From an optimization exercise on the open Yosys and OpenROAD flow, aimed at small area; shortcuts taken in it are not production practice.
At most, simulation tests tie the RTL to the original design; equivalence was not proved.
No activity file was given, so power comes from the tool's default toggle rates.

## motion_tracker_top
module motion_tracker_top (
    input  wire logic        clk_65mhz,
    input  wire logic        reset_8frame_delta_values,
    input  wire logic [29:0] pixel,
    input  wire logic        frame_end,
    output logic             gesture_valid,
    output logic [1:0]       p1_gesture,
    output logic [1:0]       p2_gesture,
    output logic [27:0]      p1_motion,
    output logic [27:0]      p2_motion
);
Settings: LEC_CHECK=0, CAP_MARGIN=20, CORE_MARGIN=2, CORE_UTILIZATION=40, SLEW_MARGIN=20; clock period 7.0 ns.
standard.sh (not shown) runs the stock make flow with config.mk's settings and CLKGATE_MAP_FILE= SYNTH_SCRIPT=/design/flow/synth_recipe.tcl, a recipe that flattens the netlist after the stock synthesis.
==> flow/flow/run.sh <==
#!/bin/bash
set -e
export CTS_ARGS="-sink_clustering_enable -repair_clock_nets -sink_clustering_size 20 -sink_clustering_max_diameter 60 -dont_use_dummy_load -buf_list {sky130_fd_sc_hd__clkbuf_8}"
export BUFFER_PORTS_ARGS="-buffer_cell sky130_fd_sc_hd__buf_1"
bash standard.sh > standard.log 2>&1
The starting point finished clean.
Edit:
--- a/flow/design.v
+++ b/flow/design.v
@@ -77,25 +77,25 @@
         sx2 <= {hx2[14:0], ax2[8:0]} & {24{~clr}};
         sy2 <= {hy2[15:0], ay2[7:0]} & {24{~clr}};
         cx1 <= ax1[9] & ~clr;
         cy1 <= ay1[8] & ~clr;
         cx2 <= ax2[9] & ~clr;
         cy2 <= ay2[8] & ~clr;
     end
     logic [80:0] chain;
     logic [15:0] d1, d2;
     logic [15:0] rem;
-    logic [8:0]  quo;
+    wire  [8:0]  quo = chain[8:0];    
     logic [6:0]  k;         
     logic [2:0]  wcnt;      
     always_ff @(posedge clk_65mhz) begin
-        chain <= fe ? {fx1[8:0], fy1, fx2, fy2} : {chain[79:0], 1'b0};
+        chain <= fe ? {fx1[8:0], fy1, fx2, fy2} : {chain[79:0], ge};
         if (fe) begin
             d1 <= n1;
             d2 <= n2;
         end
     end
     logic first;            
     logic den2;             
     logic proc;             
     logic pres;             
     logic out_ld;           
@@ -103,21 +103,20 @@
     wire [16:0] trial = {first ? 16'd0 : rem, chain[80]};
     wire [24:0] dlo   = radd24({12'd0, trial[11:0]}, {12'hfff, ~den[11:0]}, 1'b1);
     wire [24:0] dh0   = radd24({19'd0, trial[16:12]}, {19'h7ffff, 1'b1, ~den[15:12]}, 1'b0);
     wire [24:0] dh1   = radd24({19'd0, trial[16:12]}, {19'h7ffff, 1'b1, ~den[15:12]}, 1'b1);
     wire        c9    = dlo[24];
     wire [4:0]  dhi   = c9 ? dh1[4:0] : dh0[4:0];
     wire        ge    = c9 ? dh1[24] : dh0[24];
     wire [16:0] diff  = {dhi, dlo[11:0]};
     always_ff @(posedge clk_65mhz) begin
         rem <= fe ? {1'b0, fx1[23:9]} : (ge ? diff[15:0] : trial[15:0]);
-        quo <= {quo[7:0], ge};
         if (rst)
             k <= '0;
         else if (fe)
             k <= 7'd1;
         else if (k == 7'd82)
             k <= '0;
         else if (k != 7'd0)
             k <= k + 7'd1;
         first  <= ~fe & ((k == 7'd9) | (k == 7'd33) | (k == 7'd57));
         den2   <= ~fe & (k >= 7'd33);
The changed run finished with timing, DRC and antenna clean.
Total power falls by roughly a tenth.
Sequential power is lower by a few percent.
Via count fell slightly.
Sequential share of layout area drops by 0.18 points.
Clock skew rises by 0.031 ns.
Clock-buffer cell count is unchanged.
Die area fell slightly.

---

## the baseline
motion_tracker_top, a different RTL version from the one above (not shown whole).
Size: about 1400 cells after synthesis, roughly 420 flip-flops, roughly 94 I/O pins, roughly 17000 um2 of cells after synthesis.
// motion_tracker_top
module motion_tracker_top (
    input  wire logic        clk_65mhz,
    input  wire logic        reset_8frame_delta_values,
    input  wire logic [29:0] pixel,
    input  wire logic        frame_end,
    output logic             gesture_valid,
    output logic [1:0]       p1_gesture,
    output logic [1:0]       p2_gesture,
    output logic [27:0]      p1_motion,
    output logic [27:0]      p2_motion
);
export LEC_CHECK = 0
export CAP_MARGIN = 20
export CORE_MARGIN = 2
export CORE_UTILIZATION = 40
export CTS_CLUSTER_DIAMETER = 80
export CTS_CLUSTER_SIZE = 30
export SLEW_MARGIN = 20
create_clock -name core_clock -period 7.0 [get_ports {clk_65mhz}]
run.sh (not shown) runs the stock make flow with config.mk's settings and CLKGATE_MAP_FILE= SYNTH_SCRIPT=/design/flow/synth_recipe.tcl, a recipe that flattens the netlist after the stock synthesis.
Stock flow here: none of the scripts above is used.
For the candidate, these inputs were changed with respect to the baseline:
diff --git a/flow/design.v b/flow/design.v
--- a/flow/design.v
+++ b/flow/design.v
@@ -82,19 +82,19 @@
         cy2 <= ay2[8] & ~clr;
     end
     logic [95:0] chain;
     logic [15:0] d1, d2;
     logic [15:0] rem;
     logic [8:0]  quo;
     logic [6:0]  k;         
     logic [2:0]  wcnt;      
     always_ff @(posedge clk_65mhz) begin
-        chain <= fe ? {fx1, fy1, fx2, fy2} : {chain[94:0], 1'b0};
+        chain <= ({chain[94:0], 1'b0} & {96{~rst}}) | ({fx1, fy1, fx2, fy2} & {96{fe}});
         if (fe) begin
             d1 <= n1;
             d2 <= n2;
         end
     end
     logic first;            
     logic den2;             
     logic proc;             
     logic pres;             
Final wirelength for the candidate: about 11% up relative to the baseline
Taking the baseline as the reference, in the candidate sequential share of layout area saw a decrease, relative max-transition margin went down 1.7 points.
The candidate against the baseline; non-clock buffer count is up by a few percent.
The candidate: die height 0.92 um above the baseline
Diff the candidate..the baseline | row count | negligible
Going from the baseline to the candidate, area taken by flip-flops and latches now sits at about the same level; combinational power increased by about 1% relative to the old numbers; clock tree cell share of total cell area climbed 0.29 points.
Diff the baseline -> the candidate: die area went up about 0.9%, worst setup slack after layout now larger.
The RTL of the candidate was laid out without a check of its function.

---

The RTL this note starts from:
==> flow/design.v <==
`default_nettype none
package motion_pkg;
    localparam int FRAME_WIDTH  = 320;
    localparam int FRAME_HEIGHT = 240;
    localparam int P1_RED_MIN = 11;
    localparam int P1_GB_MAX  = 2;
    localparam int P2_WHITE_MIN = 13;
    localparam int DIV_CYCLES = 24;
    localparam int DIV_CNT_W  = $clog2(DIV_CYCLES);
    localparam int WINDOW_UPDATES = 8;
    localparam int WIN_CNT_W      = $clog2(WINDOW_UPDATES);
    localparam int PUNCH_DX_MIN = 'h40;
    localparam int PUNCH_DY_MAX = 'h30;
    localparam int KICK_DY_MIN  = 'h40;
    localparam int KICK_DX_MAX  = 'h30;
    localparam logic [1:0] DIV_IDLE = 2'd0;
    localparam logic [1:0] DIV_RUN  = 2'd1;
    localparam logic [1:0] DIV_DONE = 2'd2;
endpackage
`default_nettype wire
`timescale 1ns/1ps
`default_nettype none
module motion_tracker_top (
    input  wire logic        clk_65mhz,
    input  wire logic        reset_8frame_delta_values,
    input  wire logic [29:0] pixel,
    input  wire logic        frame_end,
    output logic             gesture_valid,
    output logic [1:0]       p1_gesture,
    output logic [1:0]       p2_gesture,
    output logic [27:0]      p1_motion,
    output logic [27:0]      p2_motion
);
    function automatic logic [24:0] radd24(input logic [23:0] a, input logic [23:0] b,
                                           input logic ci);
        logic [24:0] r;
        logic        c;
        c = ci;
        for (int i = 0; i < 24; i++) begin
            r[i] = a[i] ^ b[i] ^ c;
            c    = (a[i] & b[i]) | (a[i] & c) | (b[i] & c);
        end
        r[24] = c;
        radd24 = r;
    endfunction
    wire rst = reset_8frame_delta_values;
    wire fe  = frame_end;
    wire [3:0] pr = pixel[11:8];
    wire [3:0] pg = pixel[7:4];
    wire [3:0] pb = pixel[3:0];
    wire       take = pixel[29] & ~fe & ~rst;
    wire       is1  = take & (pr > 4'd11) & (pg < 4'd2) & (pb < 4'd2);
    wire       is2  = take & (pr > 4'd13) & (pg > 4'd13) & (pb > 4'd13);
    wire [8:0] mx   = 9'd319 - pixel[28:20];
    wire [7:0] my   = pixel[19:12];
    wire       clr  = rst | fe;
    logic [15:0] n1, n2;
    logic [6:0]  s1, s2;
    logic [6:0]  k;         
    wire         act  = (k != 7'd0);
    wire         mrg  = (k == 7'd82);
    wire [15:0]  nb1  = mrg ? {9'd0, s1} : n1;
    wire [15:0]  nb2  = mrg ? {9'd0, s2} : n2;
    logic [23:0] sx1, sy1, sx2, sy2;
    logic        cx1, cy1, cx2, cy2;
    wire [24:0] ax1 = radd24({15'd0, sx1[8:0]}, {15'd0, mx & {9{is1}}}, 1'b0);
    wire [24:0] ay1 = radd24({16'd0, sy1[7:0]}, {16'd0, my & {8{is1}}}, 1'b0);
    wire [24:0] ax2 = radd24({15'd0, sx2[8:0]}, {15'd0, mx & {9{is2}}}, 1'b0);
    wire [24:0] ay2 = radd24({16'd0, sy2[7:0]}, {16'd0, my & {8{is2}}}, 1'b0);
    wire [24:0] hx1 = radd24({9'd0, sx1[23:9]}, 24'd0, cx1);
    wire [24:0] hy1 = radd24({8'd0, sy1[23:8]}, 24'd0, cy1);
    wire [24:0] hx2 = radd24({9'd0, sx2[23:9]}, 24'd0, cx2);
    wire [24:0] hy2 = radd24({8'd0, sy2[23:8]}, 24'd0, cy2);
    wire [23:0] fx1 = {hx1[14:0], sx1[8:0]};
    wire [23:0] fy1 = {hy1[15:0], sy1[7:0]};
    wire [23:0] fx2 = {hx2[14:0], sx2[8:0]};
    wire [23:0] fy2 = {hy2[15:0], sy2[7:0]};
    always_ff @(posedge clk_65mhz) begin
        n1  <= 16'(radd24({8'd0, nb1 & {16{~rst}}}, 24'd0, is1 & (mrg | ~act)));
        n2  <= 16'(radd24({8'd0, nb2 & {16{~rst}}}, 24'd0, is2 & (mrg | ~act)));
        s1  <= 7'(radd24({17'd0, s1 & {7{act & ~mrg}}}, 24'd0, is1 & act & ~mrg));
        s2  <= 7'(radd24({17'd0, s2 & {7{act & ~mrg}}}, 24'd0, is2 & act & ~mrg));
        sx1 <= {hx1[14:0], ax1[8:0]} & {24{~clr}};
        sy1 <= {hy1[15:0], ay1[7:0]} & {24{~clr}};
        sx2 <= {hx2[14:0], ax2[8:0]} & {24{~clr}};
        sy2 <= {hy2[15:0], ay2[7:0]} & {24{~clr}};
        cx1 <= ax1[9] & ~clr;
        cy1 <= ay1[8] & ~clr;
        cx2 <= ax2[9] & ~clr;
        cy2 <= ay2[8] & ~clr;
    end
    logic [80:0] chain;
    logic [15:0] rem;
    wire  [8:0]  quo = chain[8:0];    
    logic [2:0]  wcnt;      
    always_ff @(posedge clk_65mhz) begin
        chain <= fe ? {fx1[8:0], fy1, fx2, fy2} : {chain[79:0], ge};
    end
    logic first;            
    logic den2;             
    logic proc;             
    logic pres;             
    logic out_ld;           
    wire [15:0] den   = den2 ? n2 : n1;
    wire [16:0] trial = {first ? 16'd0 : rem, chain[80]};
    wire [24:0] dlo   = radd24({12'd0, trial[11:0]}, {12'hfff, ~den[11:0]}, 1'b1);
    wire [24:0] dh0   = radd24({19'd0, trial[16:12]}, {19'h7ffff, 1'b1, ~den[15:12]}, 1'b0);
    wire [24:0] dh1   = radd24({19'd0, trial[16:12]}, {19'h7ffff, 1'b1, ~den[15:12]}, 1'b1);
    wire        c9    = dlo[24];
    wire [4:0]  dhi   = c9 ? dh1[4:0] : dh0[4:0];
    wire        ge    = c9 ? dh1[24] : dh0[24];
    wire [16:0] diff  = {dhi, dlo[11:0]};
    always_ff @(posedge clk_65mhz) begin
        rem <= fe ? {1'b0, fx1[23:9]} : (ge ? diff[15:0] : trial[15:0]);
        if (rst)
            k <= '0;
        else if (fe)
            k <= 7'd1;
        else if (k == 7'd82)
            k <= '0;
        else if (k != 7'd0)
            k <= k + 7'd1;
        first  <= ~fe & ((k == 7'd9) | (k == 7'd33) | (k == 7'd57));
        den2   <= ~fe & (k >= 7'd33);
        proc   <= ~rst & ~fe & ((k == 7'd9) | (k == 7'd33) | (k == 7'd57) | (k == 7'd81));
        pres   <= (k >= 7'd57) ? (n2 != 16'd0) : (n1 != 16'd0);
        out_ld <= ~rst & ~fe & (k == 7'd81) & (wcnt == 3'd0);
    end
    logic [8:0] lr [4];     
    logic [9:0] sr [4];     
    logic [3:0] hr;         
    logic       gv;
    logic [9:0] ox1, ox2;
    logic [8:0] oy1, oy2;
    wire       win_end  = (wcnt == 3'd0);
    wire       win_first = (wcnt == 3'd1);
    wire       h        = hr[0];
    wire [8:0] newl     = pres ? quo : lr[0];
    wire [24:0] dvs     = radd24({15'd0, newl}, {15'h7fff, ~sr[0][8:0]}, 1'b1);
    wire [9:0] dv       = {~dvs[24], dvs[8:0]};
    wire [24:0] lts     = radd24({15'd0, quo}, {15'h7fff, ~lr[0]}, 1'b1);
    wire       lt       = ~lts[24];
    logic [8:0] low_any;
    always_comb begin
        low_any[0] = 1'b0;
        for (int i = 1; i < 9; i++) low_any[i] = low_any[i-1] | dv[i-1];
    end
    wire [8:0] mag      = dv[8:0] ^ ({9{dv[9]}} & low_any);
    wire       neg      = dv[9] | ((dv == 10'd0) & pres & lt);
    wire [9:0] res      = h ? {neg, mag} : 10'd0;
    wire [9:0] stv      = !h ? {1'b0, quo} : (win_first ? {1'b0, lr[0]} : sr[0]);
    wire [9:0] snew     = win_end ? res : stv;
    always_ff @(posedge clk_65mhz) begin
        if (rst)
            wcnt <= '0;
        else if (fe)
            wcnt <= wcnt + 3'd1;
        if (proc) begin
            lr[0] <= lr[1];
            lr[1] <= lr[2];
            lr[2] <= lr[3];
            lr[3] <= newl;
            sr[0] <= sr[1];
            sr[1] <= sr[2];
            sr[2] <= sr[3];
            sr[3] <= snew;
        end
        if (rst)
            hr <= '0;
        else if (proc)
            hr <= {h | pres, hr[3:1]};
        gv <= out_ld & ~rst;
        if (rst) begin
            ox1 <= '0;
            oy1 <= '0;
            ox2 <= '0;
            oy2 <= '0;
        end else if (out_ld) begin
            ox1 <= sr[1];
            oy1 <= {sr[2][9], sr[2][7:0]};
            ox2 <= sr[3];
            oy2 <= {snew[9], snew[7:0]};
        end
    end
    function automatic logic [1:0] classify(input logic [8:0] mx_, input logic [7:0] my_);
        logic [1:0] g;
        g[1] = (mx_ > 9'h40) && (my_ < 8'h30);
        g[0] = (my_ > 8'h40) && (mx_ < 9'h30);
        classify = g;
    endfunction
    assign gesture_valid = gv;
    assign p1_motion     = {ox1[9], 4'd0, ox1[8:0], oy1[8], 5'd0, oy1[7:0]};
    assign p2_motion     = {ox2[9], 4'd0, ox2[8:0], oy2[8], 5'd0, oy2[7:0]};
    assign p1_gesture    = classify(ox1[8:0], oy1[7:0]);
    assign p2_gesture    = classify(ox2[8:0], oy2[7:0]);
endmodule
`default_nettype wire
Settings: LEC_CHECK=0, ABC_AREA=1, CAP_MARGIN=20, CORE_MARGIN=2, CORE_UTILIZATION=40, SLEW_MARGIN=20; clock period 7.0 ns.
standard.sh (not shown) runs the stock make flow with config.mk's settings and CLKGATE_MAP_FILE= SYNTH_SCRIPT=/design/flow/synth_recipe.tcl, a recipe that flattens the netlist after the stock synthesis.
==> flow/flow/run.sh <==
#!/bin/bash
set -e
export CTS_ARGS="-sink_clustering_enable -repair_clock_nets -sink_clustering_size 20 -sink_clustering_max_diameter 60 -dont_use_dummy_load -buf_list {sky130_fd_sc_hd__clkbuf_8}"
export BUFFER_PORTS_ARGS="-buffer_cell sky130_fd_sc_hd__buf_1"
export SKIP_REPAIR_TIE_FANOUT=1
bash standard.sh > standard.log 2>&1
The first run completed without violations.
Edit:
--- a/flow/design.v
+++ b/flow/design.v
@@ -99,7 +99,6 @@
     logic first;            
     logic den2;             
     logic proc;             
-    logic pres;             
     logic out_ld;           
     wire [15:0] den   = den2 ? n2 : n1;
     wire [16:0] trial = {first ? 16'd0 : rem, chain[80]};
@@ -123,7 +122,6 @@
         first  <= ~fe & ((k == 7'd9) | (k == 7'd33) | (k == 7'd57));
         den2   <= ~fe & (k >= 7'd33);
         proc   <= ~rst & ~fe & ((k == 7'd9) | (k == 7'd33) | (k == 7'd57) | (k == 7'd81));
-        pres   <= (k >= 7'd57) ? (n2 != 16'd0) : (n1 != 16'd0);
         out_ld <= ~rst & ~fe & (k == 7'd81) & (wcnt == 3'd0);
     end
     logic [8:0] lr [4];     
@@ -135,6 +133,7 @@
     wire       win_end  = (wcnt == 3'd0);
     wire       win_first = (wcnt == 3'd1);
     wire       h        = hr[0];
+    wire       pres     = ~&quo;
     wire [8:0] newl     = pres ? quo : lr[0];
     wire [24:0] dvs     = radd24({15'd0, newl}, {15'h7fff, ~sr[0][8:0]}, 1'b1);
     wire [9:0] dv       = {~dvs[24], dvs[8:0]};
=>
- total power went down slightly
- worst setup slack is worse by 190 ps
- final cell count falls slightly
- cell area fell slightly
- clock power is about the same
- sequential power hardly moves
- maximum frequency decreases by a few percent
- clock skew increases by 24 ps
No functional check of the RTL was part of the first run of this note.

re-timing with driven ports:
Ports are ideal in the flow. The routed layouts listed here were re-timed in OpenROAD.
Step 1: set_driving_cell puts a clkbuf_16 on clk_65mhz and a buf_2 on each other input, an assumption about the parent block.
Step 2 moves the port delays by t, midway between the first and last clock arrival at a register: inputs arrive t later, outputs are due t later. That takes back most of the time a late clock gives input paths.
a / b / c = ideal ports / drivers / drivers and shift; a / b = the first two.
| run | t (ns) | slack for setup (ns) | worst register clock-pin slew, ns | cell pins on the clock port's net |
|---|---|---|---|---|
| the first run of note 1 | 0.649 | 0.321 / 0.321 / 0.321 | 0.11 / 0.11 | 1 |
| the second run of note 1 | 0.625 | 0.376 / 0.376 / 0.376 | 0.11 / 0.11 | 1 |
| the baseline | 0.584 | 0.611 / 0.611 / 0.611 | 0.11 / 0.11 | 1 |
| the candidate | 0.589 | 0.615 / 0.615 / 0.615 | 0.11 / 0.11 | 1 |
| the first run of note 3 | 0.637 | 0.758 / 0.758 / 0.758 | 0.12 / 0.12 | 1 |
| the second run of note 3 | 0.648 | 0.565 / 0.565 / 0.565 | 0.12 / 0.12 | 1 |
After both steps setup and hold are still met in every run listed.
